Source: an optimization exercise on an open RTL-to-GDS flow (aim: small area, a short achievable clock period and few clock cycles per item). Production flows keep margins and buffers that such runs may drop. In this exercise RTL edits were held to simulation tests only and were not proved equivalent to the original. Power figures rest on the tool's default switching activity, not on a simulated workload.

--- flow/config.mk ---
export PLATFORM = sky130hd
export DESIGN_NAME = cpuTop
export DESIGN_NICKNAME = cpuTop
export VERILOG_FILES = /design/flow/design.v
export SDC_FILE = /design/flow/constraint.sdc
export NUM_CORES = 4
export LEC_CHECK = 0
export CAP_MARGIN = 20
export CORE_MARGIN = 2
export CORE_UTILIZATION = 40
export SETUP_SLACK_MARGIN = 5
export SLEW_MARGIN = 20
--- flow/constraint.sdc ---
create_clock -name core_clock -period 9.0 [get_ports {clock}]
set_input_delay 1.8000 -clock core_clock [delete_from_list [all_inputs] [get_ports {clock}]]
set_output_delay 1.8000 -clock core_clock [all_outputs]
set_load 0.01 [all_outputs]
--- flow/design.v ---
`default_nettype none
package cpuArchPkg;
    typedef logic [7:0] dataWord;      
    typedef logic [7:0] progAddress;   
    typedef logic [1:0] regIndex;      
    typedef enum logic [3:0] {
        opAnd = 4'b0000,
        opOr  = 4'b0001,
        opNot = 4'b0010,
        opAdd = 4'b0011,
        opSub = 4'b0100,
        opLsr = 4'b0101,
        opLsl = 4'b0110,
        opInc = 4'b0111,
        opDec = 4'b1000,
        opBra = 4'b1001,
        opMov = 4'b1011,
        opLd  = 4'b1100
    } opcode;
    typedef struct packed {
        opcode      code;        
        logic [3:0] dst;         
        logic [3:0] srcFirst;    
        logic [3:0] srcSecond;   
    } instruction;
    typedef struct packed {
        dataWord r1;
        dataWord r2;
        dataWord r3;
        dataWord r4;
    } registerView;
endpackage
`default_nettype wire
`default_nettype none
package cpuControlPkg;
    typedef enum logic [3:0] {
        aluPassA   = 4'b0000,
        aluPassImm = 4'b0001,
        aluNot     = 4'b0010,
        aluAdd     = 4'b0100,
        aluSub     = 4'b0101,
        aluAnd     = 4'b0111,
        aluOr      = 4'b1000,
        aluLsl     = 4'b1011,
        aluLsr     = 4'b1100
    } aluOp;
    typedef enum logic [1:0] {
        rfHold      = 2'b00,
        rfLoad      = 2'b01,
        rfDecrement = 2'b10,
        rfIncrement = 2'b11
    } regFunc;
    typedef enum logic [1:0] {
        stIdle,
        stFetchLow,
        stFetchHigh,
        stExecute
    } seqState;
    typedef struct packed {
        regFunc  regFn;
        logic [1:0] target;    
        logic [1:0] srcA;
        logic [1:0] srcB;
        aluOp    op;
        logic [7:0] immediate;   
        logic    pcLoad;
    } controlWord;
endpackage
`default_nettype wire
`timescale 1ns/1ps
`default_nettype none
module programMemory
(
    input  logic       clock,
    input  logic       progWrite,
    input  logic [7:0] progAddr,
    input  logic [7:0] progData,
    input  logic [6:0] rowE,
    input  logic [6:0] rowO,
    output logic [7:0] byteE,
    output logic [7:0] byteO
);
    logic [7:0] memE [128];
    logic [7:0] memO [128];
    always_ff @(posedge clock) begin
        if (progWrite && !progAddr[0]) memE[progAddr[7:1]] <= progData;
        if (progWrite &&  progAddr[0]) memO[progAddr[7:1]] <= progData;
    end
    assign byteE = memE[rowE];
    assign byteO = memO[rowO];
endmodule
`default_nettype wire
`timescale 1ns/1ps
`default_nettype none
module cpuTop
(
    input  logic       clock,
    input  logic       arstN,
    input  logic       progWrite,
    input  logic [7:0] progAddr,
    input  logic [7:0] progData,
    input  logic       run,
    output logic [31:0] regs,          
    output logic [7:0] pc,
    output logic            instrDone
);
    logic [7:0] fetchPc;    
    logic       running;
    logic [7:0] byteE, byteO;
    logic [6:0] rowE, rowO;
    assign rowO = fetchPc[7:1];
    assign rowE = fetchPc[7:1] + 7'(fetchPc[0]);   
    programMemory i_programMemory (
        .clock     (clock),
        .progWrite (progWrite),
        .progAddr  (progAddr),
        .progData  (progData),
        .rowE      (rowE),
        .rowO      (rowO),
        .byteE     (byteE),
        .byteO     (byteO)
    );
    logic [7:0] fetchLo, fetchHi, nextPc;
    assign fetchLo = fetchPc[0] ? byteO : byteE;
    assign fetchHi = fetchPc[0] ? byteE : byteO;
    assign nextPc  = (fetchHi[7:4] == 4'h9) ? fetchLo : fetchPc + 8'd2;
    always_ff @(posedge clock or negedge arstN) begin
        if (!arstN) begin
            fetchPc <= '0;
            running <= 1'b0;
        end else begin
            running <= run;   
            if (run) fetchPc <= nextPc;
        end
    end
    logic [7:0] irE, irO;
    logic       irSwap;
    logic [7:0] pcQ;
    always_ff @(posedge clock) begin
        irE    <= byteE;
        irO    <= byteO;
        irSwap <= fetchPc[0];
    end
    always_ff @(posedge clock or negedge arstN) begin
        if (!arstN) pcQ <= '0;
        else        pcQ <= fetchPc;   
    end
    assign pc        = pcQ;
    assign instrDone = running;
    logic [7:0] lo, hi;
    assign lo = irSwap ? irO : irE;
    assign hi = irSwap ? irE : irO;
    logic [3:0] op;
    logic [1:0] d, a, b;
    assign op = hi[7:4];
    assign d  = hi[1:0];
    assign a  = lo[5:4];
    assign b  = lo[1:0];
    logic [7:0] r [4];
    logic [7:0] opA, opB, addB, sum, result;
    logic       cin;
    assign opA = r[a];
    assign opB = r[b];
    always_comb begin
        case (op)
            4'h4:    begin addB = ~opB;   cin = 1'b1; end   
            4'h7:    begin addB = 8'h01;  cin = 1'b0; end   
            4'h8:    begin addB = 8'hFF;  cin = 1'b0; end   
            default: begin addB = opB;    cin = 1'b0; end   
        endcase
    end
    assign sum = opA + addB + 8'(cin);
    always_comb begin
        case (op)
            4'h0:    result = opA & opB;
            4'h1:    result = opA | opB;
            4'h2:    result = ~opA;
            4'h5:    result = {1'b0, opA[7:1]};
            4'h6:    result = {opA[6:0], 1'b0};
            4'hC:    result = lo;
            4'hB:    result = opA;
            default: result = sum;   
        endcase
    end
    logic       wr;
    logic [1:0] dst;
    assign wr  = running && (op <= 4'h8 || op == 4'hB || op == 4'hC);
    assign dst = (op == 4'h7 || op == 4'h8) ? a : d;
    for (genvar i = 0; i < 4; i++) begin : gReg
        always_ff @(posedge clock or negedge arstN) begin
            if (!arstN)                          r[i] <= '0;
            else if (wr && dst == 2'(i))         r[i] <= result;
        end
    end
    assign regs = {r[0], r[1], r[2], r[3]};
endmodule
`default_nettype wire
--- flow/run.sh ---
#!/bin/bash
# synth_recipe.tcl (not shown) runs the flow's synth.tcl, then flattens the netlist and writes it again
# the make line also repeats each setting of config.mk as NAME=value (left out here)
make -C /OpenROAD-flow-scripts/flow DESIGN_CONFIG=/design/flow/config.mk WORK_HOME=/design/flow/orfs CLKGATE_MAP_FILE= SYNTH_SCRIPT=/design/flow/synth_recipe.tcl finish
==> impl_metrics.tcl, run 1 <==
set metrics [dict create \
    synth_top_family_by_area "multiplexers" \
    die_w_um 462 \
    drv_cap 0 \
    tightest_slew_ns 1.41 \
    yosys_register_bits 2114 \
    finalSetupViolations 0 \
    p_leak_nw 30.3 \
    holdWs_ns 0.566 \
    finalSetupTns_ns 0 \
    max_freq_mhz 241 \
    synth_area_sq_um 83800 \
    cp.arrival_ns 4.62 \
    firstDrtPassIters 7 \
    cts_inserted_buffers 198 \
    cts_root_buf "clkbuf_16" \
    dp_hpwl_mm 121 \
    vias 42148 \
    ctsHoldBuffers 0 \
    synth.largest_area_cell "edfxtp_1" \
    io_buffer_count 60 \
    place_congestion 0.809 \
    layout_min_cycle_time_ns 4.15 \
    h-tree-depth 4 \
    slew_headroom_pct 5.45 \
    ys_top_cells_by_area "edfxtp_1, mux4_2, dfrtp_1" \
    synth_cell_types 74 \
    fin_skew_ns 0.0286 \
    hp-class "reg -> reg" \
    maxSlewViolCount 0 \
    critical_path_class "in -> reg" \
    grt_pass1_wl_mm 312 \
    cp_max_fo 16 \
    rows 168 \
    hold_violations 0 \
    synthMuxAreaShare_pct 17.6 \
    wl_per_cell_um 30.7 \
    post-route-period-util_pct 46.1 \
    cp-end-kind "register" \
    powerDensity_nw_per_um2 341 \
    die_y_um 462 \
    synthSimpleGateAreaFrac_pct 3.37 \
    outcome "complete, no violations" \
    required_ns 9.47 \
    drive_above_1_share_pct 30.3 \
    grt_max_degree 127 \
    synth-adder-area-share_pct 0.182 \
    overflow 0 \
    layout_commonest_cell "edfxtp_1" \
    drt-total-wl_mm 222 \
    rsz0062_at_grt "true" \
    antenna_found_initial 10 \
    synthXorXnorAreaFrac_pct 0.187 \
    io_pins 61 \
    yosys_warnings 3 \
    drtIter0Drc 5000 \
    yosysTopAreaCellShare_pct 73.4 \
    synth_cells 4000 \
    final_nets 4277 \
    worstSetupStartpointType "input port" \
    core_sq_um 209000 \
    synth-compound-area-share_pct 1.80 \
    syn_to_final_growth_pct 15.4 \
    synth-edff-count 2048 \
    routed_via_density 5.84 \
    die-area_sq_um 213000 \
    start_util_pct 40.1 \
    syn_avg_cell_area_sq_um 20.9 \
    final_cell_mix "edfxtp_1, mux4_2, clkbuf_16" \
    syn_nets 4031 \
    ant_nets 0 \
    peakVddDrop_mv 0.303 \
    cts_tree "done" \
    clockBufferDepth 3 \
    grt.total_usage_pct 20.4 \
    grt_pass1_vias 41486 \
    synth_async_sr_flop_share_pct 2.32 \
    cts.clk_slew.worst_paths_ns 0.06 \
    ys_seq_area_share_pct 75.3 \
    synth_top_flop_cell "edfxtp_1" \
    cts_sinks 2114 \
    clock_latency_ns 0.85 \
    drc 0 \
]
-- flip-flops by register name, summed over array words and instances (netlist names) --
name	cells
pcQ	8
i_programMemory.memO	1024
irO	8
r	32
irE	8
fetchPc	8
irSwap	1
running	1
i_programMemory.memE	1024
-- metrics by stage --
| step | utilization (%) | worst slack [ns] | total power [mW] | area (sq um) | instances |
|---|---|---|---|---|---|
| 2_1_floorplan | - | 5.07 | 18.9 | 83800 | 4000 |
| 3_3_place_gp | 41.9 | 3.63 | 22.6 | 87500 | 6723 |
| 3_5_place_dp | 41.9 | 3.57 | 22.6 | 87600 | 6723 |
| 4_1_cts | 45.8 | 4.90 | 32.3 | 95600 | 7157 |
| 5_1_grt | 46.3 | 4.81 | 34.0 | 96700 | 7212 |
| 6_report | 46.3 | 4.85 | 33.0 | 96700 | 7212 |
-- repair_timing --
action	CTS	global route
pin swaps	13	17
resized for setup	198	126
cloned	23	9
setup buffers	52	43
setup endpoints to repair	789	618
-- worst paths after layout --
check	cells after the start	slack (ns)	end	startpoint
worst max-delay path	4	4.85	i_programMemory.memO[15][7]	progAddr[4]
worst min-delay path	1	0.57	r[0][4]	r[0][4]
worst max register to register	11	5.03	fetchPc[2]	fetchPc[1]
worst min register to register	1	0.57	r[0][4]	r[0][4]
max in group asynchronous	2	7.32	fetchPc[4]	arstN
min in group asynchronous	2	1.10	r[0][3]	arstN
-- critical path: stages --
cell and delay [ns]:
clkdlybuf4s50_1 0.61, nor2b_1 0.30, nand2_1 0.84, nor2_1 1.01
-- cell families (layout without fill, tap and decap cells) --
kind of cell,count (synthesis),in the layout
AND/OR/NAND/NOR,674,674
other,0,2
flip-flops,2114,2114
adder cells (fa/ha/maj),11,11
XOR/XNOR,17,17
buffers and inverters,238,642
multiplexers,735,735
AO/OA/AOI/OAI,211,212
-- layer usage --
metal  GRT usage [%]  part of all wire, %
met5               0                    0
met4            5.80                  2.6
met3            4.07                  8.0
met2            32.5                   48
met1            28.8                   41
-- cells in the mapped netlist (all sizes together) (35+ instances only) --
cell type  count
mux2          47
nor2         298
buf          145
a21oi         43
nand2        213
nand3        103
mux2i        109
clkbuf        75
mux4         579
dfrtp         49
edfxtp      2048
o21ai         35
-- layout make-up --
| type | count | area [sq um] |
|---|---|---|
| clock inverters | 108 | 907 |
| well taps | 2805 | 3510 |
| fillers | 17294 | 112000 |
| diodes | 2 | 5.00 |
| inverters | 18 | 80.1 |
| flip-flops and latches | 2114 | 63100 |
| clock buffers | 251 | 5320 |
| multi-input cells | 1649 | 20400 |
| repair buffers | 265 | 3450 |
-- power breakdown --
group,switching (mW),internal [mW]
sequential,0.225,11.0
combinational,7.49,6.16
clock,3.63,4.52
Testbench counts, summed over its fixed seeds: cycles 9,632, instrs 9,600.
==> run 2, diff against run 1 <==
--- a/flow/config.mk
+++ b/flow/config.mk
@@ -10,3 +10,2 @@
 export CORE_UTILIZATION = 40
-export SETUP_SLACK_MARGIN = 5
 export SLEW_MARGIN = 20
==> run 2 against run 1 <==
Effect of this change: utilization decreased by 1.3 points; final cell count decreased by 1.6%; first-iteration DRC count decreased by 5.3%.
==> impl_metrics.tcl, run 2 <==
set metrics [dict create \
    synth_async_sr_flop_share_pct 2.32 \
    power_mw 30.5 \
    r2r_end "fetchPc[5]" \
    cp-startpoint "fetchPc[1]" \
    place_congestion 0.817 \
    rr_worst_depth 12 \
    clock_latency_ns 0.87 \
    placed_cell_area_sq_um 87500 \
    grt.total_usage_pct 19.3 \
    finalSetupTns_ns 0 \
    drtIter0Drc 4733 \
    synth-edff-count 2048 \
    cts_resized 0 \
    rsz0062_at_grt "false" \
    cp.arrival_ns 6.31 \
    slew_headroom_pct 19.9 \
    grt_pass1_wl_mm 298 \
    synth_top_flop_cell "edfxtp_1" \
    h-tree-depth 4 \
    ys_top_cells_by_area "edfxtp_1, mux4_2, dfrtp_1" \
    slowest_delay_ns 0.82 \
    fin_area_sq_um 93900 \
    r2r_slack_ns 3.39 \
    fin_skew_ns 0.0262 \
    crit_path_frequent_cell "ha_4" \
    cts.clk_slew.worst_paths_ns 0.07 \
    cts_setup_buffers 0 \
    ys_seq_area_share_pct 75.3 \
    powerDensity_nw_per_um2 325 \
    layout_min_cycle_time_ns 5.61 \
    syn_nets 4031 \
    post-route-period-util_pct 62.4 \
    io_pins 61 \
    cp_max_fo 71 \
    final_nets 4155 \
    hold_violations 0 \
    cp-end-kind "register" \
    clockBufferDepth 3 \
    antenna_found_initial 9 \
    outcome "complete, no violations" \
    cp-endpoint "fetchPc[5]" \
    drt-total-wl_mm 206 \
    syn_to_final_growth_pct 12.1 \
    peakVddDrop_mv 0.313 \
    fillCellCount 17589 \
    cts_tree "done" \
    ctsHoldBuffers 0 \
    tightest_slew_ns 1.20 \
    dp_hpwl_mm 122 \
    routed_via_density 5.72 \
    cts_sinks 2114 \
    grt_max_degree 170 \
    die_w_um 462 \
    worstReg2RegStart "fetchPc[1]" \
    rows 168 \
    hp-class "reg -> reg" \
    core_sq_um 209000 \
    yosys_register_bits 2114 \
    drc 0 \
    layout_commonest_cell "edfxtp_1" \
    yosys-top-cells-count "edfxtp_1, mux4_2, nor2_1" \
    cts_root_buf "clkbuf_16" \
    vias 40616 \
    crit_chain "ha_4 -> ha_4 -> buf_12 -> nor2b_1 -> a32oi_1 -> a31oi_1 -> o21ai_0 -> a221oi_1 -> a211oi_2 -> a31oi_4 -> mux2i_1 -> a2bb2oi_1" \
    syn_avg_cell_area_sq_um 20.9 \
    finalWorstSetupSlack_ns 3.39 \
    max_freq_mhz 178 \
    start_util_pct 40.1 \
    cts_inserted_buffers 200 \
    synth.largest_area_cell "edfxtp_1" \
    drive_above_1_share_pct 23.6 \
    die-area_sq_um 213000 \
    crit_slowest_cell "ha_4" \
    synth_area_sq_um 83800 \
    die_y_um 462 \
    firstDrtPassIters 7 \
    pre_cts_ws_ns 3.47 \
    final_cell_mix "edfxtp_1, mux4_2, nor2_1" \
    io_buffer_count 60 \
    grt_pass1_vias 40706 \
    yosysTopAreaCellShare_pct 73.4 \
    yosysMostFrequentCell "edfxtp_1" \
    finalSetupViolations 0 \
    maxSlewViolCount 0 \
    yosys_warnings 3 \
    drv_cap 0 \
    worstSetupStartpointType "register" \
    required_ns 9.70 \
    wl_per_cell_um 29.0 \
    p_leak_nw 29.2 \
    critical_path_class "reg -> reg" \
    synth_cell_types 74 \
    ant_nets 0 \
    synth_cells 4000 \
    overflow 0 \
]
run 2: cell counts after synthesis:
No cell type changed its count.
run 2: where the power goes:
part	total, mW	internal [mW]	switching, mW
registers	11.3	11.0	0.297
clock network	8.18	4.52	3.65
logic	11.1	4.75	6.31
total	30.5	20.2	10.3
run 2: per-layer routing:
metal,vias up,GRT usage (%),routed length (um)
met5,-,0,0
li1,16878,-,-
met3,288,2.97,14000
met4,0,5.81,5500
met1,21817,27.7,87800
met2,1633,30.6,98700
run 2: how the worst min path moves through the flow:
stage | startpoint | end | slack (ns) | depth (start not counted)
final | fetchPc[3] | pcQ[3] | 0.55 | 0
after global routing | fetchPc[3] | pcQ[3] | 0.53 | 0
after CTS | fetchPc[3] | pcQ[3] | 0.53 | 0
after detailed placement | fetchPc[3] | pcQ[3] | 0.52 | 0
after global placement | fetchPc[3] | pcQ[3] | 0.52 | 0
after floorplan | fetchPc[6] | pcQ[6] | 0.35 | 0
run 2: worst max-delay path: cells and delay by family (launching register included):
family	cells	cell delay, ns
muxes	1	0.25
DFF	1	0.73
AOI/OAI and AO/OA	7	2.08
buffers and inverters	1	0.45
adders and majority gates	2	1.11
and+or+nand+nor	1	0.75
run 2: final cells by class:
class | count | area (sq um) | share of cell area (%)
Sequential cell | 2114 | 63100 | 67.2
Multi-Input combinational cell | 1648 | 19600 | 20.8
Clock buffer | 249 | 5290 | 5.64
Tap cell | 2805 | 3510 | 3.74
Timing Repair Buffer | 142 | 1410 | 1.50
Clock inverter | 120 | 1010 | 1.08
Inverter | 18 | 70.1 | 0.0746
Antenna cell | 3 | 7.51 | 0.00799
run 2: cells by family after synthesis:
| kind of cell | Yosys count | share of synthesized area (%) |
|---|---|---|
| flip-flops | 2114 | 75.3 |
| multiplexers | 735 | 17.6 |
| AND/OR/NAND/NOR | 674 | 3.37 |
| buffers and inverters | 238 | 1.57 |
| AO/OA/AOI/OAI | 211 | 1.80 |
| XOR/XNOR | 17 | 0.187 |
| adder cells (fa/ha/maj) | 11 | 0.182 |
run 2: per-stage QoR:
step,hold slack (ns),std cells,utilization (%)
3_5_place_dp,0.518,6724,41.9
3_3_place_gp,0.515,6724,41.9
4_1_cts,0.526,7093,44.9
2_1_floorplan,0.355,4000,-
5_1_grt,0.529,7099,45.0
6_report,0.553,7099,45.0
==> run 3, diff against run 2 <==
--- a/flow/config.mk
+++ b/flow/config.mk
@@ -7,5 +7,7 @@
 export LEC_CHECK = 0
+export ABC_CLOCK_PERIOD_IN_PS = 3000
 export CAP_MARGIN = 20
 export CORE_MARGIN = 2
-export CORE_UTILIZATION = 40
+export CORE_UTILIZATION = 60
+export SETUP_SLACK_MARGIN = 5
 export SLEW_MARGIN = 20
==> run 3 against run 2 <==
Effect of this change: highest routed layer is now met5; clock skew shrank 0.0031 ns; die area shrank 33%; non-clock buffer count grew 161; design area grew 3.0%; setup slack gained 1.4 ns.
==> impl_metrics.tcl, run 3 <==
set metrics [dict create \
    outcome "complete, no violations" \
    io_buffer_count 60 \
    p_comb_share_pct 42.5 \
    synth_area_sq_um 83800 \
    slew_headroom_pct 13.5 \
    yosys-top-cells-count "edfxtp_1, mux4_2, nor2_1" \
    peakVddDrop_mv 0.336 \
    wl_per_cell_um 35.1 \
    grt_pass1_wl_mm 310 \
    clockPowerShare_pct 24.1 \
    yosys_register_bits 2114 \
    cts_tree "done" \
    p_seq_share_pct 33.4 \
    cts_inserted_buffers 205 \
    drt-total-wl_mm 222 \
    routed_via_density 6.77 \
    p_int_mw 22.0 \
    cts_root_buf "clkbuf_16" \
    cp.arrival_ns 4.63 \
    rsz0062_at_grt "true" \
    grt.total_usage_pct 30.9 \
    placedCellCount 5784 \
    grt_max_degree 158 \
    worstSetupStartpointType "input port" \
    fin_skew_ns 0.0231 \
    yosysMostFrequentCell "edfxtp_1" \
    syn_nets 4031 \
    place_congestion 0.885 \
    synthXorXnorAreaFrac_pct 0.187 \
    fin_area_sq_um 96800 \
    rows 137 \
    layout_commonest_cell "edfxtp_1" \
    clockBufferDepth 3 \
    synth.largest_area_cell "edfxtp_1" \
    synth_cells 4000 \
    die-area_sq_um 143000 \
    tightest_slew_ns 1.29 \
    cp-end-kind "register" \
    grt_pass1_vias 42987 \
    dp_hpwl_mm 123 \
    final_core_util_pct 69.6 \
    cp_max_fo 16 \
    maxSlewViolCount 0 \
    syn_to_final_growth_pct 15.5 \
    synthSimpleGateAreaFrac_pct 3.37 \
    synth_cell_types 74 \
    finalSetupTns_ns 0 \
    io_pins 61 \
    drtIter0Drc 5677 \
    drc 0 \
    synth_top_family_by_area "multiplexers" \
    die_w_um 378 \
    critical_path_class "in -> reg" \
    h-tree-depth 4 \
    max_freq_mhz 238 \
    fillCellCount 8518 \
    holdWs_ns 0.553 \
    hold_violations 0 \
    start_util_pct 60.3 \
    vias 42928 \
    ys_top_cells_by_area "edfxtp_1, mux4_2, dfrtp_1" \
    yosys_warnings 3 \
    finalSetupViolations 0 \
    synth_top_flop_cell "edfxtp_1" \
    antenna_found_initial 3 \
    firstDrtPassIters 8 \
    drv_cap 0 \
    hp-class "reg -> reg" \
    ys_seq_area_share_pct 75.3 \
    clock_latency_ns 0.82 \
    layout_min_cycle_time_ns 4.20 \
    die_y_um 378 \
    overflow 0 \
    powerDensity_nw_per_um2 346 \
    synth-edff-count 2048 \
    switching_share_pct 34.3 \
    cts_sinks 2114 \
    synth-adder-area-share_pct 0.182 \
    ant_nets 0 \
    final_cell_mix "edfxtp_1, mux4_2, clkbuf_16" \
    cts.clk_slew.worst_paths_ns 0.06 \
    p_leak_nw 30.7 \
    required_ns 9.43 \
    post-route-period-util_pct 46.6 \
    synthMuxAreaShare_pct 17.6 \
    yosysTopAreaCellShare_pct 73.4 \
    placed_cell_area_sq_um 86300 \
    final_nets 4322 \
    synth_async_sr_flop_share_pct 2.32 \
    syn_avg_cell_area_sq_um 20.9 \
    power_switching_mw 11.5 \
    final_cells 6337 \
    synth-compound-area-share_pct 1.80 \
    ctsHoldBuffers 0 \
    drive_above_1_share_pct 33.3 \
    core_sq_um 139000 \
]
[run 3: cell counts after synthesis]
No cell type changed its count.
[run 3: path summary, 6_finish.rpt]
kind / from / endpoint / slack [ns] / depth (start not counted)
worst max-delay path: progAddr[1] / i_programMemory.memO[88][0] / 4.80 / 4
worst min-delay path: r[1][2] / r[1][2] / 0.55 / 1
worst max register to register: fetchPc[1] / fetchPc[3] / 4.97 / 13
worst min register to register: r[1][2] / r[1][2] / 0.55 / 1
max in group asynchronous: arstN / fetchPc[4] / 7.24 / 2
min in group asynchronous: arstN / r[0][0] / 1.16 / 2
[run 3: final cells by class]
cell class,instances,area (sq um),area share [%]
diodes,3,7.51,0.00776
flip-flops and latches,2114,63100,65.2
clock inverters,125,942,0.974
multi-input cells,1649,20800,21.5
inverters,18,83.8,0.0866
clock buffers,249,5340,5.52
repair buffers,303,4190,4.33
well taps,1876,2350,2.43
[run 3: logic make-up after synthesis]
| group | Yosys count |
|---|---|
| xor+xnor | 17 |
| flops | 2114 |
| buf+inv | 238 |
| simple gates | 674 |
| fa+ha+maj | 11 |
| mux | 735 |
| compound gates | 211 |
[run 3: worst max-delay path, cell delays in order]
cell,delay [ns]
clkdlybuf4s50_1,0.68
nor2_2,0.55
nand2_2,0.68
nor2_1,0.90
[run 3: per-layer routing]
layer	GRT usage (%)	vias up	share of wire (%)
met1	43.2	22903	38
met4	9.68	2	3.1
met2	50.4	2379	50
li1	-	17249	-
met5	0	-	0.0058
met3	5.70	395	9.1
[run 3: repair_timing]
action                                  4_1_cts  5_1_grt
setup buffers                                57       73
pin swaps                                    14       34
endpoints found under the setup margin     1274     1723
cloned                                       23       21
resized for setup                           268      214
[run 3: stage by stage]
stage / worst slack [ns] / power, mW
after floorplan: 5.07 / 18.9
after global placement: 3.71 / 22.3
after detailed placement: 3.66 / 22.5
after CTS: 4.74 / 32.3
after global routing: 4.79 / 34.4
final: 4.80 / 33.5
[run 3: power by group through the flow]
stage | sequential (mW) | clock, mW | combinational [mW]
3_5_place_dp | 11.5 | 0 | 10.9
6_report | 11.2 | 8.08 | 14.2
5_1_grt | 11.2 | 8.54 | 14.7
4_1_cts | 11.2 | 8.16 | 12.9
3_3_place_gp | 11.5 | 0 | 10.8
2_1_floorplan | 11.3 | 0 | 7.54
==> run 4, diff against run 3 <==
--- a/flow/design.v
+++ b/flow/design.v
@@ -106,4 +106,12 @@
 );
+    logic       wrQ;
+    logic [7:0] wrAddrQ, wrDataQ;
+    always_ff @(posedge clock) begin
+        wrQ     <= progWrite;
+        wrAddrQ <= progAddr;
+        wrDataQ <= progData;
+    end
     logic [7:0] fetchPc;    
-    logic       running;
+    logic       running;    
+    logic       starting;   
     logic [7:0] byteE, byteO;
@@ -114,5 +122,5 @@
         .clock     (clock),
-        .progWrite (progWrite),
-        .progAddr  (progAddr),
-        .progData  (progData),
+        .progWrite (wrQ),
+        .progAddr  (wrAddrQ),
+        .progData  (wrDataQ),
         .rowE      (rowE),
@@ -122,13 +130,19 @@
     );
-    logic [7:0] fetchLo, fetchHi, nextPc;
+    logic [7:0] fetchLo;
+    logic       isBra;
     assign fetchLo = fetchPc[0] ? byteO : byteE;
-    assign fetchHi = fetchPc[0] ? byteE : byteO;
-    assign nextPc  = (fetchHi[7:4] == 4'h9) ? fetchLo : fetchPc + 8'd2;
+    assign isBra   = fetchPc[0] ? (byteE[7:4] == 4'h9) : (byteO[7:4] == 4'h9);
+    logic go;
+    assign go = starting || (run && (running || !wrQ));
+    logic [7:0] seqPc;
+    assign seqPc = go ? fetchPc + 8'd2 : fetchPc;
     always_ff @(posedge clock or negedge arstN) begin
         if (!arstN) begin
-            fetchPc <= '0;
-            running <= 1'b0;
+            fetchPc  <= '0;
+            running  <= 1'b0;
+            starting <= 1'b0;
         end else begin
-            running <= run;   
-            if (run) fetchPc <= nextPc;
+            running  <= go;
+            starting <= !running && !starting && run && wrQ;
+            fetchPc  <= (go && isBra) ? fetchLo : seqPc;
         end
--- a/flow/config.mk
+++ b/flow/config.mk
@@ -7,3 +7,2 @@
 export LEC_CHECK = 0
-export ABC_CLOCK_PERIOD_IN_PS = 3000
 export CAP_MARGIN = 20
==> run 4 against run 3 <==
Effect of this change: still clean on timing, DRC and antenna; register-to-register slack got worse by 0.06 ns; setup slack gained 0.10 ns; global-route usage fell by 0.15 points; utilization decreased by 0.79 points; sequential power is essentially flat; wire length fell by 2.6%; final cell count is 1.7% lower; clock-buffer cell count rose by 10; clock skew is 0.0086 ns higher; highest routed layer unchanged.
==> impl_metrics.tcl, run 4 <==
set metrics [dict create \
    finalWorstSetupSlack_ns 4.91 \
    clockBufferDepth 3 \
    layout_commonest_cell "edfxtp_1" \
    fin_skew_ns 0.0317 \
    grt_max_degree 189 \
    clockPowerShare_pct 25.3 \
    cts_root_buf "clkbuf_16" \
    synth.largest_area_cell "edfxtp_1" \
    drtIter0Drc 5165 \
    layout_min_cycle_time_ns 4.09 \
    synth-edff-count 2048 \
    drive_above_1_share_pct 28.5 \
    critical_path_class "reg -> reg" \
    crit_chain "ha_4 -> ha_4 -> buf_12 -> buf_16 -> mux4_2 -> mux4_2 -> nor2_4 -> o32ai_2 -> a41oi_2 -> nand2_1 -> o31ai_4 -> buf_6 -> buf_12 -> mux2i_1 -> a21oi_1" \
    syn_nets 3956 \
    cts_tree "done" \
    final_nets 4212 \
    hold_violations 0 \
    max_freq_mhz 244 \
    die-area_sq_um 143000 \
    switching_share_pct 33.1 \
    cts_inserted_buffers 205 \
    synth_cell_types 81 \
    worstSetupStartpointType "register" \
    yosysTopAreaCellShare_pct 73.3 \
    crit_slowest_cell "dfrtp_4" \
    core_sq_um 139000 \
    yosys_warnings 3 \
    cp_max_fo 11 \
    p_comb_share_pct 41.0 \
    tightest_slew_ns 1.24 \
    firstDrtPassIters 6 \
    overflow 0 \
    cp_top_family "multiplexers" \
    grt_pass1_vias 42052 \
    required_ns 9.67 \
    synth_async_sr_flop_share_pct 2.35 \
    rsz0062_at_grt "true" \
    wl_per_cell_um 34.8 \
    ys_seq_area_share_pct 75.6 \
    drt-total-wl_mm 216 \
    fillCellCount 8632 \
    outcome "complete, no violations" \
    routed_via_density 6.74 \
    die_w_um 378 \
    p_leak_nw 30.5 \
    ys_top_cells_by_area "edfxtp_1, mux4_2, dfrtp_1" \
    finalSetupTns_ns 0 \
    h-tree-depth 4 \
    dp_hpwl_mm 123 \
    syn_avg_cell_area_sq_um 21.4 \
    maxSlewViolCount 0 \
    p_seq_share_pct 33.7 \
    powerDensity_nw_per_um2 350 \
    power_mw 33.6 \
    power_switching_mw 11.1 \
    synth_cells 3925 \
    vias 42014 \
    pre_cts_ws_ns 2.71 \
    hp-class "reg -> reg" \
    cts.clk_slew.worst_paths_ns 0.06 \
    finalSetupViolations 0 \
    synth_area_sq_um 83900 \
    clock_latency_ns 0.83 \
    peakVddDrop_mv 0.246 \
    crit_buf_inv 4 \
    yosysMostFrequentCell "edfxtp_1" \
    io_pins 61 \
    slew_headroom_pct 17.4 \
    syn_to_final_growth_pct 14.2 \
    grt.total_usage_pct 30.8 \
    synth_top_flop_cell "edfxtp_1" \
    cp.arrival_ns 4.76 \
    post-route-period-util_pct 45.5 \
    ant_nets 0 \
    yosys_register_bits 2132 \
    grt_pass1_wl_mm 307 \
    cp-end-kind "register" \
    final_cell_mix "edfxtp_1, mux4_2, nor2_1" \
    rows 137 \
    antenna_found_initial 3 \
    place_congestion 0.870 \
    io_buffer_count 60 \
    slowest_delay_ns 0.53 \
    drv_cap 0 \
    yosys-top-cells-count "edfxtp_1, mux4_2, nor2_1" \
    cts_sinks 2132 \
    die_y_um 378 \
    start_util_pct 60.3 \
    p_int_mw 22.4 \
    drc 0 \
]
run 4: cell types whose count changed in the layout (fill, tap and decap cells not counted), moves of 20 or more:
cell | previous run | this run
clkinv_1 | 58 | 38
nand3_1 | 89 | 39
mux4_1 | 25 | 0
nand2_1 | 199 | 154
nor2_1 | 70 | 293
nor2_2 | 223 | 2
mux4_2 | 554 | 595
run 4: path summary, 6_finish.rpt:
check | startpoint | to | slack, ns | depth (start not counted)
worst max-delay path | fetchPc[1] | fetchPc[2] | 4.91 | 15
worst min-delay path | starting | starting | 0.45 | 1
worst max register to register | fetchPc[1] | fetchPc[2] | 4.91 | 15
worst min register to register | starting | starting | 0.45 | 1
max in group asynchronous | arstN | fetchPc[5] | 7.31 | 2
min in group asynchronous | arstN | r[3][4] | 1.13 | 2
run 4: cell type report:
class | instances | area (sq um) | share of cell area (%)
Clock buffer | 259 | 5460 | 5.70
Antenna cell | 1 | 2.50 | 0.00261
Clock inverter | 119 | 1160 | 1.21
Multi-Input combinational cell | 1562 | 19800 | 20.6
Tap cell | 1876 | 2350 | 2.45
Timing Repair Buffer | 259 | 3490 | 3.64
Sequential cell | 2132 | 63500 | 66.3
Inverter | 21 | 90.1 | 0.0941
run 4: cells by family after synthesis:
kind of cell,Yosys count,share of synthesized area (%)
xor+xnor,18,0.224
buf+inv,231,1.41
simple gates,586,2.96
compound gates,202,1.74
fa+ha+maj,11,0.182
mux,745,17.9
flops,2132,75.6
run 4: worst register-to-register path: cells and delay by family, from the launching register on:
| kind | cells | cell delay [ns] |
|---|---|---|
| flip-flops | 1 | 0.53 |
| buffers and inverters | 4 | 0.64 |
| multiplexers | 3 | 1.02 |
| AND/OR/NAND/NOR | 2 | 0.35 |
| AO/OA/AOI/OAI | 4 | 0.88 |
| adder cells (fa/ha/maj) | 2 | 0.53 |
run 4: routing by layer:
metal	track usage, %	share of wire [%]
met2	49.3	49
met4	9.96	3.2
met5	0	0.0032
met1	43.9	39
met3	5.50	8.7
run 4: per-stage QoR:
| stage | utilization [%] | cell area [sq um] | hold slack [ns] | std cells |
|---|---|---|---|---|
| detailed placement | 62.2 | 86500 | 0.436 | 5728 |
| CTS | 68.4 | 95300 | 0.443 | 6197 |
| finish | 68.8 | 95800 | 0.448 | 6229 |
| floorplan | - | 83900 | 0.352 | 3925 |
| global route | 68.8 | 95800 | 0.467 | 6229 |
| global placement | 62.2 | 86500 | 0.420 | 5728 |
run 4: power groups by stage:
stage / Combinational [mW] / Clock, mW / Sequential [mW]
2_1_floorplan: 7.70 / 0 / 11.5
3_3_place_gp: 11.1 / 0 / 11.6
3_5_place_dp: 11.1 / 0 / 11.7
4_1_cts: 13.3 / 8.59 / 11.3
5_1_grt: 14.3 / 8.96 / 11.3
6_report: 13.8 / 8.49 / 11.3
run 4: repair_timing:
action                     4_1_cts  5_1_grt
setup endpoints to repair       56       20
gates cloned                    22        5
buffers inserted                69       24
resized for setup              141       43
hold buffers                     0        0
pin swaps                       13       16
Testbench counts of run 4, summed over its fixed seeds: cycles 9,632, instrs 9,600.
==> run 5, diff against run 4 <==
--- a/flow/config.mk
+++ b/flow/config.mk
@@ -9,3 +9,3 @@
 export CORE_MARGIN = 2
-export CORE_UTILIZATION = 60
+export CORE_UTILIZATION = 40
 export SETUP_SLACK_MARGIN = 5
==> run 5 against run 4 <==
Effect of this change: critical path depth fell by 1; clock power increased by 1%; maximum frequency up 2.5%; via count is 1.8% lower; sequential cell count unchanged; clock-buffer cell count grew 11; sequential power hardly changed; wire length down 1.0%; combinational power is 3% lower; hold slack hardly changed; first-iteration DRC count fell by 9.1%; die area is 49% higher; critical path type unchanged; critical endpoint is now fetchPc[7]; highest routed layer unchanged.
==> impl_metrics.tcl, run 5 <==
set metrics [dict create \
    p_int_mw 22.3 \
    synth_cells 3925 \
    p_seq_share_pct 34.0 \
    die-area_sq_um 213000 \
    switching_share_pct 32.9 \
    critical_path_class "reg -> reg" \
    required_ns 9.75 \
    rsz0062_at_grt "true" \
    core_sq_um 209000 \
    final_cells 7156 \
    finalSetupTns_ns 0 \
    synth_area_sq_um 83900 \
    routed_via_density 5.77 \
    start_util_pct 40.1 \
    die_y_um 462 \
    drive_above_1_share_pct 27.8 \
    fin_area_sq_um 96800 \
    yosys_warnings 3 \
    grt.total_usage_pct 19.8 \
    hold_violations 0 \
    cts.clk_slew.worst_paths_ns 0.07 \
    syn_to_final_growth_pct 15.5 \
    layout_min_cycle_time_ns 3.99 \
    cp.arrival_ns 4.74 \
    ys_seq_area_share_pct 75.6 \
    peakVddDrop_mv 0.303 \
    dp_hpwl_mm 122 \
    firstDrtPassIters 5 \
    syn_nets 3956 \
    worstSetupStartpointType "register" \
    p_leak_nw 30.4 \
    slowest_delay_ns 0.55 \
    drt-total-wl_mm 214 \
    antenna_found_initial 8 \
    placedCellCount 6659 \
    synth-edff-count 2048 \
    cts_tree "done" \
    holdWs_ns 0.448 \
    grt_max_degree 178 \
    cts_inserted_buffers 207 \
    worstReg2RegStart "fetchPc[1]" \
    outcome "complete, no violations" \
    slew_headroom_pct 23.7 \
    cp-startpoint "fetchPc[1]" \
    ys_top_cells_by_area "edfxtp_1, mux4_2, dfrtp_1" \
    fin_skew_ns 0.0415 \
    synth_async_sr_flop_share_pct 2.35 \
    crit_slowest_cell "dfrtp_4" \
    powerDensity_nw_per_um2 344 \
    cts_sinks 2132 \
    clockPowerShare_pct 25.8 \
    cts_root_buf "clkbuf_16" \
    wl_per_cell_um 29.9 \
    final_nets 4207 \
    yosys_register_bits 2132 \
    post-route-period-util_pct 44.4 \
    vias 41269 \
    syn_avg_cell_area_sq_um 21.4 \
    power_mw 33.3 \
    yosysMostFrequentCell "edfxtp_1" \
    cp_max_fo 16 \
    overflow 0 \
    yosysTopAreaCellShare_pct 73.3 \
    place_congestion 0.815 \
    h-tree-depth 4 \
    drtIter0Drc 4696 \
    max_freq_mhz 250 \
    drv_cap 0 \
    synth_cell_types 81 \
    fillCellCount 17233 \
    yosys-top-cells-count "edfxtp_1, mux4_2, nor2_1" \
    synth.largest_area_cell "edfxtp_1" \
    crit_chain "ha_4 -> ha_4 -> buf_12 -> buf_4 -> bufbuf_16 -> mux4_2 -> nand2_1 -> a32oi_1 -> nand4_1 -> nand2_1 -> a21oi_2 -> o31ai_4 -> mux2_4 -> a22o_1" \
    clockBufferDepth 3 \
    final_cell_mix "edfxtp_1, mux4_2, nor2_1" \
    drc 0 \
    ant_nets 0 \
    tightest_slew_ns 1.14 \
    cp-end-kind "register" \
    layout_commonest_cell "edfxtp_1" \
    clock_latency_ns 0.86 \
    io_pins 61 \
    maxSlewViolCount 0 \
    min_from "starting" \
    rows 168 \
    grt_pass1_wl_mm 304 \
    p_comb_share_pct 40.2 \
    hp-class "reg -> reg" \
    ctsHoldBuffers 0 \
    grt_pass1_vias 40882 \
    synth_top_flop_cell "edfxtp_1" \
    power_switching_mw 11.0 \
    finalSetupViolations 0 \
    placed_cell_area_sq_um 87700 \
    io_buffer_count 60 \
    die_w_um 462 \
]
## run 5: cell counts after synthesis
No cell type changed its count.
## run 5: final timing paths
path / end / slack (ns) / depth (start not counted)
min in group asynchronous: r[1][0] / 1.11 / 2
setup reg to reg: fetchPc[7] / 5.01 / 14
setup / recovery: fetchPc[7] / 5.01 / 14
max in group asynchronous: fetchPc[4] / 7.25 / 2
hold reg to reg: starting / 0.45 / 1
hold / removal: starting / 0.45 / 1
## run 5: kinds of logic (layout without fill, tap and decap cells)
| kind of cell | after synthesis | count (layout) | share of synthesized area (%) |
|---|---|---|---|
| AOI/OAI and AO/OA | 202 | 202 | 1.74 |
| and+or+nand+nor | 586 | 586 | 2.96 |
| other | 0 | 3 | 0 |
| DFF | 2132 | 2132 | 75.6 |
| buffers and inverters | 231 | 654 | 1.41 |
| muxes | 745 | 745 | 17.9 |
| xor gates and xnor gates | 18 | 18 | 0.224 |
| adders and majority gates | 11 | 11 | 0.182 |
## run 5: final cells by class
class / count / area [sq um] / area share, %
Antenna cell: 3 / 7.51 / 0.00775
Clock buffer: 270 / 5580 / 5.76
Clock inverter: 111 / 1090 / 1.13
Inverter: 21 / 90.1 / 0.0930
Multi-Input combinational cell: 1562 / 19700 / 20.4
Sequential cell: 2132 / 63500 / 65.5
Tap cell: 2805 / 3510 / 3.62
Timing Repair Buffer: 252 / 3350 / 3.45
## run 5: power groups by stage
stage          Sequential (mW)  Clock, mW  Combinational (mW)
3_5_place_dp              11.6          0                11.1
2_1_floorplan             11.5          0                7.70
4_1_cts                   11.3       8.71                12.7
6_report                  11.3       8.59                13.4
3_3_place_gp              11.6          0                11.1
5_1_grt                   11.3       9.09                14.0
## run 5: what timing repair did
item / in CTS / in global routing
pin swaps: 7 / 13
resized for setup: 137 / 38
buffers inserted: 42 / 46
setup endpoints to repair: 56 / 20
gates cloned: 13 / 11
## run 5: critical path: cells and delay by family (launching register included)
family | cells | cell delay, ns
flip-flops | 1 | 0.55
AO/OA/AOI/OAI | 4 | 1.14
buffers and inverters | 3 | 0.63
multiplexers | 2 | 0.58
adder cells (fa/ha/maj) | 2 | 0.52
AND/OR/NAND/NOR | 3 | 0.46
## run 5: layer usage
layer	up-vias	track usage [%]	wire (um)
met4	6	5.29	5260
met5	-	0	28
met3	305	3.40	15800
met1	22367	28.6	90700
met2	1709	31.2	102000
li1	16882	-	-
## run 5: per-stage QoR
stage	setup slack, ns	util, %
after floorplan	5.00	-
after global placement	2.88	42.0
after detailed placement	2.84	42.0
after CTS	4.95	45.9
after global routing	4.95	46.4
final	5.01	46.4
==> run 6, diff against run 5 <==
--- a/flow/config.mk
+++ b/flow/config.mk
@@ -10,2 +10,3 @@
 export CORE_UTILIZATION = 40
+export CTS_BUF_LIST = sky130_fd_sc_hd__clkbuf_4 sky130_fd_sc_hd__clkbuf_8
 export SETUP_SLACK_MARGIN = 5
==> run 6 against run 5 <==
Effect of this change: still clean on timing, DRC and antenna; clock-buffer cell count increased by 204; hold slack got worse by 0.0071 ns; synthesized cell count unchanged; maximum frequency decreased by 0.29%; clock power decreased by 3.7%; non-clock buffer count increased by 11; critical path depth decreased by 1; clock skew increased by 0.041 ns; largest cell class unchanged.
==> impl_metrics.tcl, run 6 <==
set metrics [dict create \
    hp-class "reg -> reg" \
    overflow 0 \
    crit_buf_inv 3 \
    die_w_um 462 \
    crit_chain "ha_4 -> buf_12 -> buf_16 -> buf_12 -> mux4_2 -> mux4_2 -> nor2_4 -> o32ai_4 -> a41oi_4 -> nand2_2 -> o31ai_4 -> mux2_4 -> a22o_1" \
    ant_nets 0 \
    slowest_delay_ns 0.55 \
    critical_path_class "reg -> reg" \
    finalSetupViolations 0 \
    worstSetupStartpointType "register" \
    dp_hpwl_mm 122 \
    hold_violations 0 \
    final_core_util_pct 46.4 \
    finalSetupTns_ns 0 \
    finalWorstSetupSlack_ns 5.00 \
    clockBufferDepth 4 \
    slew_headroom_pct 23.8 \
    ys_top_cells_by_area "edfxtp_1, mux4_2, dfrtp_1" \
    switching_share_pct 33.4 \
    cts_tree "done" \
    drtIter0Drc 4671 \
    syn_nets 3956 \
    synth_top_flop_cell "edfxtp_1" \
    grt_pass1_vias 42321 \
    p_int_mw 22.0 \
    cp_max_fo 9 \
    final_cells 7379 \
    cp_top_family "multiplexers" \
    h-tree-depth 5 \
    clock_latency_ns 1.06 \
    cts_inserted_buffers 355 \
    drive_above_1_share_pct 32.1 \
    cts.clk_slew.worst_paths_ns 0.06 \
    power_switching_mw 11.0 \
    final_nets 4366 \
    synth-edff-count 2048 \
    die_y_um 462 \
    p_comb_share_pct 40.7 \
    wl_per_cell_um 29.3 \
    synth_area_sq_um 83900 \
    ys_seq_area_share_pct 75.6 \
    rows 168 \
    drv_cap 0 \
    synth_cells 3925 \
    grt.total_usage_pct 20.1 \
    post-route-period-util_pct 44.5 \
    p_seq_share_pct 34.3 \
    cts_sinks 2132 \
    synth_cell_types 81 \
    cp-endpoint "fetchPc[7]" \
    cp-startpoint "fetchPc[1]" \
    routed_via_density 5.71 \
    crit_cells 13 \
    outcome "complete, no violations" \
    fin_skew_ns 0.0827 \
    firstDrtPassIters 5 \
    clockPowerShare_pct 25.0 \
    layout_commonest_cell "edfxtp_1" \
    vias 42153 \
    fin_area_sq_um 96900 \
    cp-end-kind "register" \
    io_pins 61 \
    placedCellCount 6659 \
    synth_async_sr_flop_share_pct 2.35 \
    place_congestion 0.815 \
    syn_to_final_growth_pct 15.5 \
    pre_cts_ws_ns 2.84 \
    worstReg2RegStart "fetchPc[1]" \
    crit_slowest_cell "dfrtp_4" \
    powerDensity_nw_per_um2 341 \
    layout_min_cycle_time_ns 4.00 \
    grt_pass1_wl_mm 308 \
    drt-total-wl_mm 216 \
    ctsHoldBuffers 0 \
    yosysMostFrequentCell "edfxtp_1" \
    cts_root_buf "clkbuf_8" \
    yosys_register_bits 2132 \
    rr_worst_depth 13 \
    grt_max_degree 178 \
    rsz0062_at_grt "true" \
    placed_cell_area_sq_um 87700 \
    peakVddDrop_mv 0.296 \
    syn_avg_cell_area_sq_um 21.4 \
    drc 0 \
    r2r_end "fetchPc[7]" \
    start_util_pct 40.1 \
    yosys-top-cells-count "edfxtp_1, mux4_2, nor2_1" \
    die-area_sq_um 213000 \
    p_leak_nw 30.8 \
    whs_path_depth 1 \
    cp.arrival_ns 4.93 \
    antenna_found_initial 7 \
    maxSlewViolCount 0 \
    core_sq_um 209000 \
    synth.largest_area_cell "edfxtp_1" \
    final_cell_mix "edfxtp_1, mux4_2, clkbuf_8" \
    r2r_slack_ns 5.00 \
    io_buffer_count 60 \
    yosys_warnings 3 \
    required_ns 9.93 \
    max_freq_mhz 250 \
    tightest_slew_ns 1.14 \
    yosysTopAreaCellShare_pct 73.3 \
]
run 6: cell counts after synthesis:
Identical to the previous run, type by type.
run 6: worst register-to-register path: cells and delay by family (launching register included):
| kind | cells | cell delay, ns |
|---|---|---|
| fa+ha+maj | 1 | 0.38 |
| simple gates | 2 | 0.23 |
| compound gates | 4 | 0.92 |
| flops | 1 | 0.55 |
| mux | 3 | 1.37 |
| buf+inv | 3 | 0.41 |
run 6: worst min-delay path by stage:
| stage | from | to | slack (ns) |
|---|---|---|---|
| final | starting | starting | 0.44 |
| after global placement | starting | starting | 0.42 |
| after CTS | starting | starting | 0.44 |
| after floorplan | fetchPc[6] | pcQ[6] | 0.35 |
| after detailed placement | starting | starting | 0.44 |
| after global routing | starting | starting | 0.48 |
run 6: cells by family after synthesis:
kind of cell / share of synthesized area, %
flops: 75.6
mux: 17.9
simple gates: 2.96
buf+inv: 1.41
compound gates: 1.74
xor+xnor: 0.224
fa+ha+maj: 0.182
run 6: metrics by stage:
stage / total power, mW / hold WS, ns
2_1_floorplan: 19.2 / 0.352
3_3_place_gp: 22.7 / 0.421
3_5_place_dp: 22.8 / 0.435
4_1_cts: 32.5 / 0.443
5_1_grt: 34.2 / 0.476
6_report: 33.0 / 0.441
run 6: layer usage:
layer  GRT usage [%]  part of all wire [%]
met1            28.6                    42
met2            31.3                    47
met3            3.88                   7.9
met4            6.18                   2.9
met5               0                 0.013
run 6: final cells by class:
type | count | area (sq um)
timing repair buffer | 263 | 3410
clock buffer | 474 | 5860
antenna | 2 | 5.00
sequential | 2132 | 63500
clock inverter | 120 | 816
inverter | 21 | 90.1
multi-input combinational | 1562 | 19700
tap | 2805 | 3510
fill | 17320 | 112000
run 6: power by group through the flow:
stage / sequential (mW) / combinational (mW) / clock, mW
floorplan: 11.5 / 7.70 / 0
global placement: 11.6 / 11.1 / 0
detailed placement: 11.6 / 11.1 / 0
CTS: 11.3 / 12.8 / 8.41
global route: 11.3 / 14.0 / 8.84
finish: 11.3 / 13.4 / 8.27
run 6: timing repair:
action / in CTS / in global routing
cloned: 16 / 7
pin swaps: 9 / 14
setup buffers: 45 / 55
setup endpoints to repair: 56 / 20
gates resized for setup: 137 / 36
==> run 7, diff against run 6 <==
--- a/flow/config.mk
+++ b/flow/config.mk
@@ -10,3 +10,4 @@
 export CORE_UTILIZATION = 40
-export CTS_BUF_LIST = sky130_fd_sc_hd__clkbuf_4 sky130_fd_sc_hd__clkbuf_8
+export CTS_BUF_LIST = sky130_fd_sc_hd__clkbuf_8
+export CTS_CLUSTER_SIZE = 30
 export SETUP_SLACK_MARGIN = 5
==> run 7 against run 6 <==
Effect of this change: die area unchanged; first-iteration DRC count fell by 2.5%; sequential cell count unchanged; wire length is 0.18% higher; setup slack improved by 0.0039 ns; clock-buffer cell count is 106 lower; synthesized area is the same; clock power fell by 5.3%.
==> impl_metrics.tcl, run 7 <==
set metrics [dict create \
    outcome "complete, no violations" \
    syn_avg_cell_area_sq_um 21.4 \
    max_freq_mhz 250 \
    cts.clk_slew.worst_paths_ns 0.06 \
    h-tree-depth 5 \
    finalWorstSetupSlack_ns 5.00 \
    required_ns 9.93 \
    pre_cts_ws_ns 2.84 \
    clock_latency_ns 1.06 \
    core_sq_um 209000 \
    hp-class "reg -> reg" \
    peakVddDrop_mv 0.292 \
    cts_tree "done" \
    grt_pass1_vias 42310 \
    antenna_found_initial 8 \
    cts_inserted_buffers 355 \
    synth_cells 3925 \
    synth_async_sr_flop_share_pct 2.35 \
    cp-end-kind "register" \
    die-area_sq_um 213000 \
    yosysTopAreaCellShare_pct 73.3 \
    firstDrtPassIters 5 \
    synth_cell_types 81 \
    synth.largest_area_cell "edfxtp_1" \
    cp.arrival_ns 4.93 \
    yosysMostFrequentCell "edfxtp_1" \
    grt_max_degree 178 \
    cp_max_fo 13 \
    slew_headroom_pct 22.7 \
    synth_area_sq_um 83900 \
    drv_cap 0 \
    cts_root_buf "clkbuf_8" \
    finalSetupTns_ns 0 \
    vias 42088 \
    dp_hpwl_mm 122 \
    p_leak_nw 30.8 \
    synth-edff-count 2048 \
    hold_violations 0 \
    powerDensity_nw_per_um2 339 \
    holdWs_ns 0.443 \
    rsz0062_at_grt "true" \
    drive_above_1_share_pct 29.8 \
    final_nets 4363 \
    layout_commonest_cell "edfxtp_1" \
    drtIter0Drc 4555 \
    rows 168 \
    clockBufferDepth 4 \
    ys_seq_area_share_pct 75.6 \
    layout_min_cycle_time_ns 4.00 \
    crit_chain "ha_4 -> ha_4 -> buf_12 -> buf_4 -> clkbuf_16 -> mux4_2 -> mux2i_1 -> a22oi_1 -> nand4_1 -> nand2_1 -> a21oi_2 -> o31ai_4 -> buf_4 -> mux2i_1 -> a22o_1" \
    yosys_warnings 3 \
    finalSetupViolations 0 \
    wl_per_cell_um 29.3 \
    place_congestion 0.815 \
    drc 0 \
    cts_sinks 2132 \
    post-route-period-util_pct 44.5 \
    final_cell_mix "edfxtp_1, mux4_2, clkbuf_8" \
    slowest_delay_ns 0.57 \
    ys_top_cells_by_area "edfxtp_1, mux4_2, dfrtp_1" \
    routed_via_density 5.70 \
    critical_path_class "reg -> reg" \
    io_buffer_count 60 \
    syn_to_final_growth_pct 15.1 \
    crit_buf_inv 4 \
    grt.total_usage_pct 20.0 \
    die_w_um 462 \
    synth_top_flop_cell "edfxtp_1" \
    tightest_slew_ns 1.16 \
    start_util_pct 40.1 \
    cp_top_family "compound AO/OA/AOI/OAI gates" \
    io_pins 61 \
    crit_slowest_cell "dfrtp_4" \
    yosys_register_bits 2132 \
    maxSlewViolCount 0 \
    syn_nets 3956 \
    die_y_um 462 \
    fin_skew_ns 0.0817 \
    ctsHoldBuffers 0 \
    grt_pass1_wl_mm 308 \
    worstSetupStartpointType "register" \
    drt-total-wl_mm 216 \
    overflow 0 \
    yosys-top-cells-count "edfxtp_1, mux4_2, nor2_1" \
    ant_nets 0 \
]
run 7: cell counts after synthesis:
No cell type changed its count.
run 7: timing repair:
item | in CTS | in global routing
endpoints found under the setup margin | 56 | 20
resized for setup | 138 | 41
setup buffers | 45 | 51
cloned | 16 | 8
pin swaps | 9 | 13
run 7: logic make-up after synthesis:
group | synth area share, %
buffers and inverters | 1.41
flip-flops | 75.6
XOR/XNOR | 0.224
adder cells (fa/ha/maj) | 0.182
AO/OA/AOI/OAI | 1.74
AND/OR/NAND/NOR | 2.96
multiplexers | 17.9
run 7: layout make-up:
class,count,area [sq um]
antenna,4,10.0
clock buffer,368,5060
multi-input combinational,1562,19800
tap,2805,3510
sequential,2132,63500
fill,17358,112000
timing repair buffer,260,3430
inverter,21,90.1
clock inverter,226,1210
run 7: worst paths after layout:
path | from | to | cells after the start | slack [ns]
worst max-delay path | fetchPc[1] | fetchPc[5] | 15 | 5.00
worst min-delay path | starting | starting | 1 | 0.44
worst max register to register | fetchPc[1] | fetchPc[5] | 15 | 5.00
worst min register to register | starting | starting | 1 | 0.44
max in group asynchronous | arstN | fetchPc[4] | 2 | 7.50
min in group asynchronous | arstN | r[1][0] | 2 | 0.91
run 7: per-stage QoR:
stage               power (mW)  cell area, sq um  instances  utilization [%]
finish                    32.7             96600       7378             46.2
global route              33.8             96600       7377             46.2
CTS                       32.1             95600       7314             45.8
detailed placement        22.8             87700       6659             42.0
global placement          22.7             87700       6659             42.0
floorplan                 19.2             83900       3925                -
run 7: report_power, final:
part	internal, mW	switching (mW)	leakage [nW]
clock	4.07	3.76	3.62
combinational	6.48	7.07	7.92
sequential	11.1	0.255	19.3
run 7: routing by layer:
layer	global-route usage (%)	vias up	part of all wire, %	routed length (um)
met4	6.14	8	2.7	5940
li1	-	17212	-	-
met1	28.5	22595	42	91400
met3	3.96	372	7.6	16500
met2	31.4	1901	47	103000
met5	0	-	0.018	40
==> run 8, diff against run 7 <==
--- a/flow/config.mk
+++ b/flow/config.mk
@@ -10,4 +10,4 @@
 export CORE_UTILIZATION = 40
-export CTS_BUF_LIST = sky130_fd_sc_hd__clkbuf_8
-export CTS_CLUSTER_SIZE = 30
+export CTS_CLUSTER_DIAMETER = 100
+export CTS_CLUSTER_SIZE = 25
 export SETUP_SLACK_MARGIN = 5
==> run 8 against run 7 <==
Effect of this change: via count is 3.4% lower; sequential share of layout area is 2.5 points higher; critical path depth decreased by 2; synthesized cell count is the same; utilization down 1.7 points; clock power fell by 34%; power is 8.7% lower; setup slack worse by 0.030 ns; hold slack gained 0.0047 ns; die area did not move; final cell count shrank 6.0%.
==> impl_metrics.tcl, run 8 <==
set metrics [dict create \
    finalSetupViolations 0 \
    dr_wl_met3_mm 14.9 \
    synth-edff-count 2048 \
    max_freq_mhz 248 \
    cp_top_family "compound AO/OA/AOI/OAI gates" \
    syn_to_final_growth_pct 10.9 \
    yosys_warnings 3 \
    core_sq_um 209000 \
    start_util_pct 40.1 \
    cts.clk_slew.worst_paths_ns 0.11 \
    r2r_slack_ns 4.97 \
    cts_sinks 2132 \
    p_int_mw 19.5 \
    yosysTopAreaCellShare_pct 73.3 \
    hp-class "reg -> reg" \
    cp_max_fo 7 \
    finalSetupTns_ns 0 \
    routed_via_density 5.86 \
    syn_nets 3956 \
    synth.largest_area_cell "edfxtp_1" \
    outcome "complete, no violations" \
    synth_cells 3925 \
    peakVddDrop_mv 0.305 \
    p_leak_nw 28.5 \
    ys_seq_area_share_pct 75.6 \
    drt-total-wl_mm 212 \
    overflow 0 \
    cp-startpoint "fetchPc[1]" \
    worstSetupStartpointType "register" \
    cts_tree "done" \
    drv_cap 0 \
    dp_hpwl_mm 122 \
    post-route-period-util_pct 44.8 \
    crit_slowest_cell "dfrtp_4" \
    ctsHoldBuffers 0 \
    drive_above_1_share_pct 25.4 \
    holdPathEnd "starting" \
    layout_min_cycle_time_ns 4.03 \
    rsz0062_at_grt "true" \
    antenna_found_initial 7 \
    regArea_sq_um 63500 \
    die_y_um 462 \
    cp-end-kind "register" \
    synth_cell_types 81 \
    powerDensity_nw_per_um2 321 \
    whs_path_depth 1 \
    h-tree-depth 3 \
    yosys-top-cells-count "edfxtp_1, mux4_2, nor2_1" \
    grt_pass1_vias 39940 \
    min_from "starting" \
    topRoutingLayerUsed "met5" \
    ys_top_cells_by_area "edfxtp_1, mux4_2, dfrtp_1" \
    grt_max_degree 178 \
    drc 0 \
    clock_latency_ns 0.78 \
    synth_top_flop_cell "edfxtp_1" \
    wl_per_cell_um 30.6 \
    firstDrtPassIters 5 \
    fillCellCount 17574 \
    drtIter0Drc 4806 \
    maxSlewViolCount 0 \
    grt_pass1_wl_mm 300 \
    power_mw 29.8 \
    io_pins 61 \
    yosysMostFrequentCell "edfxtp_1" \
    power_switching_mw 10.3 \
    rows 168 \
    slew_headroom_pct 23.0 \
    die-area_sq_um 213000 \
    worstReg2RegStart "fetchPc[1]" \
    crit_buf_inv 2 \
    wl_met1_mm 90.6 \
    place_congestion 0.815 \
    cp.arrival_ns 4.70 \
    final_cell_mix "edfxtp_1, mux4_2, nor2_1" \
    p_comb_share_pct 45.0 \
    layout_commonest_cell "edfxtp_1" \
    cts_root_buf "clkbuf_16" \
    switching_share_pct 34.6 \
    wl_met2_mm 102 \
    ant_nets 0 \
    fin_skew_ns 0.0516 \
    clockBufferDepth 3 \
    crit_chain "ha_4 -> buf_12 -> buf_16 -> mux4_2 -> and3_4 -> a31oi_4 -> nand4_1 -> a32oi_4 -> o2bb2ai_4 -> nand2b_4 -> o31ai_4 -> mux2_4 -> a22o_1" \
    multi_input_area_sq_um 19700 \
    syn_avg_cell_area_sq_um 21.4 \
    synth_area_sq_um 83900 \
    slowest_delay_ns 0.55 \
    vias 40637 \
    io_buffer_count 60 \
    tightest_slew_ns 1.15 \
    cts_inserted_buffers 97 \
    required_ns 9.67 \
    clockPowerShare_pct 17.2 \
    p_seq_share_pct 37.8 \
    die_w_um 462 \
    hold_violations 0 \
    r2r_end "fetchPc[7]" \
    final_nets 4105 \
    rr_worst_depth 13 \
    synth_async_sr_flop_share_pct 2.35 \
    grt.total_usage_pct 19.5 \
    critical_path_class "reg -> reg" \
    yosys_register_bits 2132 \
]
run 8: cell counts after synthesis:
No cell type changed its count.
run 8: logic make-up (layout without fill, tap and decap cells):
logic type	count (synthesis)	after routing	synth area share [%]
other	0	1	0
multiplexers	745	745	17.9
adder cells (fa/ha/maj)	11	11	0.182
XOR/XNOR	18	18	0.224
flip-flops	2132	2132	75.6
AND/OR/NAND/NOR	586	586	2.96
buffers and inverters	231	439	1.41
AO/OA/AOI/OAI	202	202	1.74
run 8: worst max path at each step:
stage / to / slack, ns / cells after the start
finish: fetchPc[7] / 4.97 / 13
global route: fetchPc[5] / 4.92 / 13
CTS: fetchPc[7] / 4.95 / 13
detailed placement: fetchPc[7] / 2.84 / 12
global placement: fetchPc[7] / 2.88 / 12
floorplan: fetchPc[0] / 5.00 / 15
run 8: through the flow:
stage                     cells  hold slack, ns  utilization [%]  area, sq um  setup WS (ns)
after floorplan            3925           0.352                -        83900           5.00
after global placement     6659           0.421             42.0        87700           2.88
after detailed placement   6659           0.435             42.0        87700           2.84
after CTS                  6873           0.449             44.0        92000           4.95
after global routing       6939           0.482             44.5        93000           4.92
final                      6939           0.448             44.5        93000           4.97
run 8: repair_timing:
action | in CTS | in global routing
endpoints found under the hold margin | 0 | 0
endpoints found under the setup margin | 56 | 20
pin swaps | 7 | 11
cloned | 12 | 11
buffers inserted | 44 | 53
resized for setup | 134 | 49
run 8: worst register-to-register path, stage by stage (launching register included):
cell	delay, ns
dfrtp_4	0.55
ha_4	0.37
buf_12	0.16
buf_16	0.15
mux4_2	0.51
and3_4	0.20
a31oi_4	0.17
nand4_1	0.18
a32oi_4	0.42
o2bb2ai_4	0.15
nand2b_4	0.19
o31ai_4	0.31
mux2_4	0.33
a22o_1	0.22
run 8: routing by layer:
| layer | GRT usage (%) | vias to the layer above |
|---|---|---|
| met3 | 2.54 | 249 |
| li1 | - | 16540 |
| met5 | 0 | - |
| met2 | 31.2 | 1669 |
| met4 | 4.85 | 6 |
| met1 | 28.5 | 22173 |
run 8: cell type report:
cell class | count | share of cell area, %
Sequential cell | 2132 | 68.3
Antenna cell | 1 | 0.00269
Timing Repair Buffer | 260 | 3.61
Clock buffer | 149 | 2.89
Multi-Input combinational cell | 1562 | 21.2
Inverter | 21 | 0.0969
Tap cell | 2805 | 3.77
Clock inverter | 9 | 0.116
run 8: power by group through the flow:
stage | Sequential (mW) | Combinational [mW] | Clock, mW
2_1_floorplan | 11.5 | 7.70 | 0
3_3_place_gp | 11.6 | 11.1 | 0
3_5_place_dp | 11.6 | 11.1 | 0
4_1_cts | 11.3 | 12.6 | 5.22
5_1_grt | 11.3 | 14.0 | 5.53
6_report | 11.3 | 13.4 | 5.13

## what the ideal ports hide
The flow's constraints put no driver on any port. The routed layouts listed below were extracted and timed again, unchanged, in two steps. Step 1: set_driving_cell puts a clkbuf_16 on clock and a buf_2 on each other input, an assumption about the parent block. Step 2 moves the port delays by t, midway between the first and last clock arrival at a register: inputs arrive t later, outputs are due t later. That takes back most of the time a late clock gives input paths. Three values: no drivers, after step 1, after step 2; two values: the first two.
| run | shift t [ns] | setup slack, ns | worst setup path after step 2 | clock arrival spread, ns |
|---|---|---|---|---|
| run 1 | 0.928 | 4.850 / 4.817 / 3.889 | input to register | 0.040 / 0.040 |
| run 2 | 0.939 | 3.386 / 3.386 / 3.386 | register to register | 0.040 / 0.040 |
| run 3 | 0.883 | 4.805 / 4.819 / 3.936 | input to register | 0.032 / 0.031 |
| run 4 | 0.903 | 4.907 / 4.907 / 4.907 | register to register | 0.037 / 0.037 |
| run 5 | 0.928 | 5.007 / 5.007 / 5.007 | register to register | 0.044 / 0.045 |
| run 6 | 1.111 | 4.995 / 4.995 / 4.995 | register to register | 0.092 / 0.092 |
| run 7 | 1.118 | 4.999 / 4.999 / 4.999 | register to register | 0.091 / 0.091 |
| run 8 | 0.847 | 4.970 / 4.970 / 4.970 | register to register | 0.055 / 0.055 |
After both steps every run listed still meets setup and hold. The setup slack of run 1, which loses most, moves by -0.033 ns with the drivers and by -0.961 ns with both steps.
